Background: an optimization exercise with open tools, aiming at small area and a short achievable clock period. Do not read the settings as production practice.
Function was checked by simulation only, so behaviour that the tests miss may differ from the original.
Power figures rest on the tool's default switching activity, not on a simulated workload.

// instr_mem_sync
module instr_mem_sync (
  input  logic        clk,
  input  logic        reset,
  input  logic        fetch_req,
  input  logic [31:0] fetch_addr,
  output logic        fetch_ready,
  output logic        fetch_valid,
  output logic [31:0] fetch_instr,
  output logic        fetch_fault,
  input  logic        prog_we,
  input  logic [5:0]  prog_addr,
  input  logic [31:0] prog_data,
  output logic        busy
);
==> module instr_mem_sync, before the edit <==
module instr_mem_sync (
  input  logic        clk,
  input  logic        reset,
  input  logic        fetch_req,
  input  logic [31:0] fetch_addr,
  output logic        fetch_ready,
  output logic        fetch_valid,
  output logic [31:0] fetch_instr,
  output logic        fetch_fault,
  input  logic        prog_we,
  input  logic [5:0]  prog_addr,
  input  logic [31:0] prog_data,
  output logic        busy
);
  localparam logic [31:0] FILL_WORD = 32'h00000013;
  logic          busy_q, busy_out_q, ready_out_q;
  logic [5:0]    clr_cnt_q;
  logic          fetch_valid_q, fetch_fault_q;
  logic [31:0]   fetch_instr_q;
  logic [2047:0] mem_q;
  always_ff @(posedge clk) begin
    if (reset) begin
      busy_q    <= 1'b1;
      clr_cnt_q <= '0;
    end else if (busy_q) begin
      clr_cnt_q <= clr_cnt_q + 1'b1;
      if (&clr_cnt_q) busy_q <= 1'b0;
    end
  end
  always_ff @(posedge clk) begin
    busy_out_q  <= reset | (busy_out_q & ~(&clr_cnt_q));
    ready_out_q <= ~reset & (ready_out_q | (&clr_cnt_q));
  end
  logic [31:0] wr_data;
  logic [7:0]  wr_lo, wr_hi;
  logic [63:0] wr_en [2];
  assign wr_data = busy_q ? FILL_WORD : prog_data;
  always_comb
    for (int k = 0; k < 8; k++) begin
      wr_lo[k] = busy_q | (prog_we & (prog_addr[2:0] == k[2:0]));
      wr_hi[k] = busy_q | (prog_addr[5:3] == k[2:0]);
    end
  for (genvar i = 0; i < 64; i++) begin : g_word
    for (genvar h = 0; h < 2; h++) begin : g_half
      imem_and2 u_we (.a(wr_lo[i % 8]), .b(wr_hi[i / 8]), .y(wr_en[h][i]));
      always_ff @(posedge clk) begin
        if (wr_en[h][i]) mem_q[32*i + 16*h +: 16] <= wr_data[16*h +: 16];
      end
    end
  end
  logic        accept, fault, f;
  logic [63:0] sel [4];
  logic [31:0] rd_data;
  assign accept = fetch_req & ~busy_q;
  assign fault  = (|fetch_addr[1:0]) | (|fetch_addr[31:8]);
  assign f      = fault | reset;    
  logic [5:0] a_n;
  for (genvar k = 0; k < 6; k++) begin : g_ainv
    imem_inv u_inv (.a(fetch_addr[2+k]), .y(a_n[k]));
  end
  for (genvar c = 0; c < 4; c++) begin : g_selc
    logic [7:0] lo_n, hi_n;
    for (genvar k = 0; k < 8; k++) begin : g_pre
      imem_nand3 u_lo (.a(k[0] ? fetch_addr[2] : a_n[0]), .b(k[1] ? fetch_addr[3] : a_n[1]),
                       .c(k[2] ? fetch_addr[4] : a_n[2]), .y(lo_n[k]));
      imem_nand3 u_hi (.a(k[0] ? fetch_addr[5] : a_n[3]), .b(k[1] ? fetch_addr[6] : a_n[4]),
                       .c(k[2] ? fetch_addr[7] : a_n[5]), .y(hi_n[k]));
    end
    for (genvar w = 0; w < 64; w++) begin : g_sel
      imem_nor2 u_sel (.a(lo_n[w % 8]), .b(hi_n[w / 8]), .y(sel[c][w]));
    end
  end
  for (genvar b = 0; b < 32; b++) begin : g_rd
    logic [63:0] col;
    for (genvar i = 0; i < 64; i++) begin : g_col
      assign col[i] = mem_q[32*i + b];
    end
    imem_rd_bit #(.FILL(FILL_WORD[b])) u_rd (.sel(sel[b / 8]), .d(col), .f(f), .y(rd_data[b]));
  end
  always_ff @(posedge clk) begin
    if (reset) begin
      fetch_valid_q <= 1'b0;
      fetch_fault_q <= 1'b0;
    end else begin
      fetch_valid_q <= accept;
      fetch_fault_q <= accept & fault;
    end
    if (reset | accept) fetch_instr_q <= rd_data;
  end
  assign fetch_ready = ready_out_q;
  assign busy        = busy_out_q;
  assign fetch_valid = fetch_valid_q;
  assign fetch_fault = fetch_fault_q;
  assign fetch_instr = fetch_instr_q;
endmodule
clock: 4.0 ns
lec_check: 0
cap_margin: 20
core_area: 2.3 2.72 471.5 266.56
cts_buf_list: sky130_fd_sc_hd__clkbuf_16
cts_cluster_diameter: 100
cts_cluster_size: 20
die_area: 0 0 473.8 269.28
setup_slack_margin: 1.8
slew_margin: 20
synth_hierarchical: 1
tns_end_percent: 20
standard.sh (not shown) runs the stock make flow with config.mk's settings and CLKGATE_MAP_FILE= SYNTH_SCRIPT=/design/flow/synth_recipe.tcl, a recipe that flattens the netlist after the stock synthesis.
==> flow/flow/run.sh <==
#!/bin/bash
# Layout flow: the standard flow (standard.sh), with the 64x32 memory flip-flops placed as a
# regular array before global placement (pre_gpl.tcl), with the read gates next to the words
# they read; the word-select drivers are released after global placement (post_gpl.tcl) and
# the rest after routing (pre_fill.tcl). The pins go in regions that match the array
# (pre_iop.tcl).
# Port buffers are buf_4 rather than the default pick (a slow delay buffer), and the resizer may
# swap a cell for any cell of the same function (MATCH_CELL_FOOTPRINT=0).
# Everything else -- synthesis, floorplan, power grid, CTS, routing -- is the standard flow.
# make's output goes to standard.log; each ORFS step keeps its own log under orfs/logs/.
set -euo pipefail
here=$(pwd)
export PRE_GLOBAL_PLACE_TCL=$here/flow/pre_gpl.tcl
export POST_GLOBAL_PLACE_TCL=$here/flow/post_gpl.tcl
export PRE_IO_PLACEMENT_TCL=$here/flow/pre_iop.tcl
export PRE_FILLCELL_TCL=$here/flow/pre_fill.tcl
export BUFFER_PORTS_ARGS="-buffer_cell sky130_fd_sc_hd__buf_4"
bash standard.sh MATCH_CELL_FOOTPRINT=0 finish > standard.log 2>&1
Other scripts of this flow, unchanged in this note and not shown: flow/flow/post_gpl.tcl, flow/flow/pre_fill.tcl, flow/flow/pre_gpl.tcl, flow/flow/pre_iop.tcl
Next try:
--- a/flow/design.v
+++ b/flow/design.v
@@ -46,38 +46,42 @@
       always_ff @(posedge clk) begin
         if (wr_en[h][i]) mem_q[32*i + 16*h +: 16] <= wr_data[16*h +: 16];
       end
     end
   end
-  logic        accept, fault, f;
+  logic        accept, fault;
   logic [63:0] sel [4];
   logic [31:0] rd_data;
   assign accept = fetch_req & ~busy_q;
   assign fault  = (|fetch_addr[1:0]) | (|fetch_addr[31:8]);
-  assign f      = fault | reset;    
   logic [5:0] a_n;
+  logic [7:0] lo_n, hi_n;
   for (genvar k = 0; k < 6; k++) begin : g_ainv
     imem_inv u_inv (.a(fetch_addr[2+k]), .y(a_n[k]));
   end
+  for (genvar k = 0; k < 8; k++) begin : g_pre
+    imem_nand3 u_lo (.a(k[0] ? fetch_addr[2] : a_n[0]), .b(k[1] ? fetch_addr[3] : a_n[1]),
+                     .c(k[2] ? fetch_addr[4] : a_n[2]), .y(lo_n[k]));
+    imem_nand3 u_hi (.a(k[0] ? fetch_addr[5] : a_n[3]), .b(k[1] ? fetch_addr[6] : a_n[4]),
+                     .c(k[2] ? fetch_addr[7] : a_n[5]), .y(hi_n[k]));
+  end
   for (genvar c = 0; c < 4; c++) begin : g_selc
-    logic [7:0] lo_n, hi_n;
-    for (genvar k = 0; k < 8; k++) begin : g_pre
-      imem_nand3 u_lo (.a(k[0] ? fetch_addr[2] : a_n[0]), .b(k[1] ? fetch_addr[3] : a_n[1]),
-                       .c(k[2] ? fetch_addr[4] : a_n[2]), .y(lo_n[k]));
-      imem_nand3 u_hi (.a(k[0] ? fetch_addr[5] : a_n[3]), .b(k[1] ? fetch_addr[6] : a_n[4]),
-                       .c(k[2] ? fetch_addr[7] : a_n[5]), .y(hi_n[k]));
-    end
     for (genvar w = 0; w < 64; w++) begin : g_sel
       imem_nor2 u_sel (.a(lo_n[w % 8]), .b(hi_n[w / 8]), .y(sel[c][w]));
     end
+  end
+  logic [3:0] f_c;
+  for (genvar c = 0; c < 4; c++) begin : g_fc
+    imem_fill_cond u_fc (.addr(fetch_addr), .reset(reset), .f(f_c[c]));
   end
   for (genvar b = 0; b < 32; b++) begin : g_rd
     logic [63:0] col;
     for (genvar i = 0; i < 64; i++) begin : g_col
       assign col[i] = mem_q[32*i + b];
     end
-    imem_rd_bit #(.FILL(FILL_WORD[b])) u_rd (.sel(sel[b / 8]), .d(col), .f(f), .y(rd_data[b]));
+    imem_rd_bit #(.FILL(FILL_WORD[b])) u_rd (.sel(sel[b / 8]), .d(col), .f(f_c[b / 8]),
+                                             .y(rd_data[b]));
   end
   always_ff @(posedge clk) begin
     if (reset) begin
       fetch_valid_q <= 1'b0;
       fetch_fault_q <= 1'b0;
@@ -158,5 +162,12 @@
   input  logic a, b,
   output logic y
 );
   assign y = a & b;
 endmodule
+module imem_fill_cond (
+  input  logic [31:0] addr,
+  input  logic        reset,
+  output logic        f
+);
+  assign f = (|addr[1:0]) | (|addr[31:8]) | reset;
+endmodule
The new run completed with no timing, DRC or antenna violations.
Clock skew is higher by 11 ps.
First-iteration DRC count is higher by 2.0%.
Non-clock buffer count is higher by 3.
Cell area barely changes.
Via count is higher by about 0.6%.
Power barely changes.
Worst setup slack is worse by 18 ps.
Die area stays the same.
Fmax is lower by 0.74%.
Final cell count is lower by 0.35%.
Clock power barely changes.
Combinational power is about the same.
Wire length is higher by about 4%.
Count of clock-buffer cells in the layout is unchanged.

static timing again, ports no longer ideal:
In the flow no input, the clock included, has a driving cell. The finished layouts below were timed again as built, in two steps.
Step 1: set_driving_cell puts a clkbuf_16 on clk and a buf_2 on each other input, an assumption about the parent block.
Step 2 moves the port delays by t, midway between the first and last clock arrival at a register: inputs arrive t later, outputs are due t later. That takes back most of the time a late clock gives input paths.
Slacks: no drivers / after step 1 / after step 2; pairs: no drivers / after step 1.
| run | t, ns | setup slack, ns | worst setup path after step 2 |
|---|---|---|---|
| the first run | 0.794 | 1.619 / 1.572 / 0.778 | input to register |
| the second run | 0.796 | 1.601 / 1.572 / 0.775 | input to register |
After both steps every run listed still meets setup and hold. The setup slack of the first run, which loses most, moves by -0.047 ns with the drivers and by -0.841 ns with both steps.
